Context: an optimization exercise on an open-source flow, tuned for small area, a short achievable clock period and few clock cycles per item. The choices shown serve that exercise and are no tape-out recipe. RTL that was checked went through simulation tests only; none was proved equivalent to the original. Power is estimated from default activity; no workload was simulated.

lane 1:
## adc_channel_smoother_deadband
module adc_channel_smoother_deadband #(
  parameter int unsigned CHANNELS    = 64,
  parameter int unsigned SAMPLE_BITS = 12
) (
  input  logic         clk_i,
  input  logic         rst_ni,
  input  logic         sample_valid_i,
  output logic         sample_ready_o,
  input  logic         sample_kind_i,
  input  logic [5:0]   sample_channel_i,
  input  logic [11:0]  sample_raw_i,
  input  logic         sample_force_i,
  output logic         report_valid_o,
  input  logic         report_ready_i,
  output logic [5:0]   report_channel_o,
  output logic [15:0]  report_scaled_o,
  output logic [11:0]  report_smoothed_o,
  input  logic         cfg_valid_i,
  output logic         cfg_ready_o,
  input  logic         cfg_index_i,
  input  logic [63:0]  cfg_data_i
);
  localparam int unsigned QDepth = 5;             
  localparam int unsigned Cap    = QDepth + 1;    
  logic [63:0] en_q;
  logic        en_set_q;
  logic [11:0] db_q;
  assign cfg_ready_o = 1'b1;
  always_ff @(posedge clk_i) begin
    if (cfg_valid_i && !cfg_index_i) begin
      en_q <= cfg_data_i;
    end
  end
  always_ff @(posedge clk_i or negedge rst_ni) begin
    if (!rst_ni) begin
      en_set_q <= 1'b0;
      db_q     <= 12'd8;
    end else if (cfg_valid_i) begin
      if (!cfg_index_i) begin
        en_set_q <= 1'b1;
      end else begin
        db_q <= cfg_data_i[11:0];
      end
    end
  end
  logic        ready_q, v0_q, kind0_q, frc0_q;
  logic [5:0]  ch0_q;
  logic [7:0]  lo0_q, hi0_q;
  logic [11:0] raw0_q;
  logic        accept;
  assign sample_ready_o = ready_q;
  assign accept         = sample_valid_i && ready_q;
  always_ff @(posedge clk_i or negedge rst_ni) begin
    if (!rst_ni) begin
      v0_q <= 1'b0;
    end else begin
      v0_q <= accept;
    end
  end
  always_ff @(posedge clk_i) begin
    kind0_q <= sample_kind_i;
    ch0_q   <= sample_channel_i;
    raw0_q  <= sample_raw_i;
    frc0_q  <= sample_force_i;
    for (int j = 0; j < 8; j++) begin
      lo0_q[j] <= (sample_channel_i[2:0] == 3'(j));
      hi0_q[j] <= (sample_channel_i[5:3] == 3'(j));
    end
  ...
clock: 13.0 ns
lec_check: 0
cap_margin: 20
core_margin: 2
core_utilization: 40
slew_margin: 20
standard.sh (not shown) runs the stock make flow with config.mk's settings and CLKGATE_MAP_FILE= SYNTH_SCRIPT=/design/flow/synth_recipe.tcl, a recipe that flattens the netlist after the stock synthesis.
==> flow/flow/run.sh <==
#!/bin/bash
# Layout: the standard flow (standard.sh), with two changes to how the layout is
# made: the port buffers are buf_2 cells, and timing repair aims at a slack margin
# below the fixed 13 ns period, so that the paths are sized for a short achieved period.
# The clock period and constraints are the standard flow's, unchanged.
set -euo pipefail
bash standard.sh \
  "BUFFER_PORTS_ARGS=-buffer_cell sky130_fd_sc_hd__buf_2" \
  "SETUP_SLACK_MARGIN=${ACSD_SETUP_MARGIN:-9.0}" \
  finish > standard_flow.log 2>&1
Here is what was changed in the inputs of lane 2 compared with lane 1.
--- a/flow/design.v
+++ b/flow/design.v
@@ -313,15 +313,16 @@
   end
   always_ff @(posedge clk_i) begin
     sd1_q   <= seeds_ok_q && sd_rd;
     frc1_q  <= frc0_q;
     ch1_q   <= ch0_q;
     raw1_q  <= raw0_q;
     db1_q   <= db_q;
-    avg1_q  <= (r1_v_q && (r1_ch_q == ch0_q)) ? r1_avg_q : avg_rd;
+    avg1_q  <= !(seeds_ok_q && sd_rd) ? raw0_q :
+               (r1_v_q && (r1_ch_q == ch0_q)) ? r1_avg_q : avg_rd;
     last1_q <= (r2_v_q && (r2_ch_q == ch0_q)) ? r2_last_q : last_rd;
     fwd1_q  <= v1_q && (ch1_q == ch0_q);
   end
   logic [11:0] avg_s1, new_s1;
   assign avg_s1 = fwd1_q ? r1_avg_q : avg1_q;
   acsd_update u_update (
     .avg_i (avg_s1),
@@ -337,17 +338,17 @@
       r1_v_q <= v1_q;
     end
   end
   always_ff @(posedge clk_i) begin
     r1_sd_q  <= sd1_q;
     r1_frc_q <= frc1_q;
     r1_ch_q  <= ch1_q;
-    r1_avg_q <= sd1_q ? new_s1 : raw1_q;
+    r1_avg_q <= new_s1;
     if (v1_q) begin
-      r1w_avg_q <= sd1_q ? new_s1 : raw1_q;
+      r1w_avg_q <= new_s1;
     end
     db2_q    <= db1_q;
     last2_q  <= (r2_v_q && (r2_ch_q == ch1_q)) ? r2_last_q : last1_q;
     fwd2_q   <= r1_v_q && (r1_ch_q == ch1_q);
   end
   logic [11:0] last_s2;
   logic [13:0] up_d, dn_d;
Results
Cell area after placement of lane 2 is on par with lane 1.
Met2 track demand over resource in lane 2 vs lane 1: down 1.3 points
Summary of lane 2 over lane 1: via count shows a reduction of 185; post-synthesis async set-or-reset flop share shows no meaningful change.
Status: synthesized-area fraction occupied by xor and xnor cells parity (lane 2, lane 1)
The fraction of layout cells with a size suffix above 1 in lane 2 sits 0.38 points below the value recorded for lane 1.
In lane 2 the data-path buffer share of cell area in the final layout turned out 0.17 points lower than in lane 1.
Lane 2 vs. lane 1: clock power increased by 5.1% relative to the old numbers; cell count after synthesis closely matched the old numbers; die area closely matched the old numbers.
Compared with lane 1, in lane 2 total power went up; first-pass GRT wire length lost 0.81%; wire length lost about 0.6%.
Testbench counts of lane 2, summed over its fixed seeds: cycles 24,353, items 24,000.
The RTL of lane 1 was laid out without a check of its function.


adc_channel_smoother_deadband, a different RTL version from the one above (not shown whole).
For scale: ~4500 cells after synthesis, about 2000 flip-flops, roughly 130 I/O pins, about 75000 sq um of cells after synthesis.
clock: 13.0 ns
lec_check: 0
cap_margin: 20
core_margin: 2
core_utilization: 40
cts_buf_list: sky130_fd_sc_hd__clkbuf_16
cts_cluster_diameter: 100
cts_cluster_size: 28
slew_margin: 20
Scripts as last shown in full above: flow/flow/run.sh
==> next run, changes <==
--- a/flow/design.v
+++ b/flow/design.v
@@ -191,23 +191,23 @@
   input  logic         sample_force_i,
   output logic         report_valid_o,
   input  logic         report_ready_i,
   output logic [5:0]   report_channel_o,
   output logic [15:0]  report_scaled_o,
   output logic [11:0]  report_smoothed_o,
   input  logic         cfg_valid_i,
   output logic         cfg_ready_o,
   input  logic         cfg_index_i,
   input  logic [63:0]  cfg_data_i
 );
-  localparam int unsigned QDepth = 6;             
+  localparam int unsigned QDepth = 5;             
   localparam int unsigned Cap    = QDepth + 1;    
   logic [63:0] en_q;
   logic        en_set_q;
   logic [11:0] db_q;
   assign cfg_ready_o = 1'b1;
   always_ff @(posedge clk_i) begin
     if (cfg_valid_i && !cfg_index_i) begin
       en_q <= cfg_data_i;
     end
   end
   always_ff @(posedge clk_i or negedge rst_ni) begin
Design area is lower by 1.5%.
Combinational power is lower by about 6%.
Die area is lower by 1.0%.
Hold slack is about the same.
Global-route usage is higher by 0.26 points.
Power is lower by 1.3%.
Register-to-register slack gains 0.16 ns.
Utilization is lower by 0.46 points.
Testbench counts after the change, summed over its fixed seeds: cycles 24,353, items 24,000.
Only the layout flow was run in the first run of this note; the RTL was not checked for function there.

## static timing again, ports no longer ideal
No port has a modelled driver above. Below, the same layouts with a new extraction and two added sets of constraints.
Step 1 sets driving cells, clkbuf_16 on the clock port and buf_2 on the other inputs (assumed; they add their load-dependent delay and slew).
Step 2 also shifts input and output timing later by t, the mid clock arrival at the registers, as if the neighbouring blocks saw the same clock.
Slacks: no drivers / after step 1 / after step 2; pairs: no drivers / after step 1.
run	shift t [ns]	slack for setup (ns)	worst setup path at the end	clock arrival spread, ns
lane 1	0.891	9.019 / 8.940 / 8.605	input to register	0.029 / 0.029
lane 2	0.915	8.948 / 8.871 / 8.510	input to register	0.037 / 0.037
the first run of note 2	0.821	8.975 / 8.895 / 8.506	input to register	0.054 / 0.053
the second run of note 2	0.805	9.096 / 9.009 / 8.597	input to register	0.067 / 0.067
After both steps every run listed still meets setup and hold. The setup slack of the second run of note 2, which loses most, moves by -0.087 ns with the drivers and by -0.499 ns with both steps.
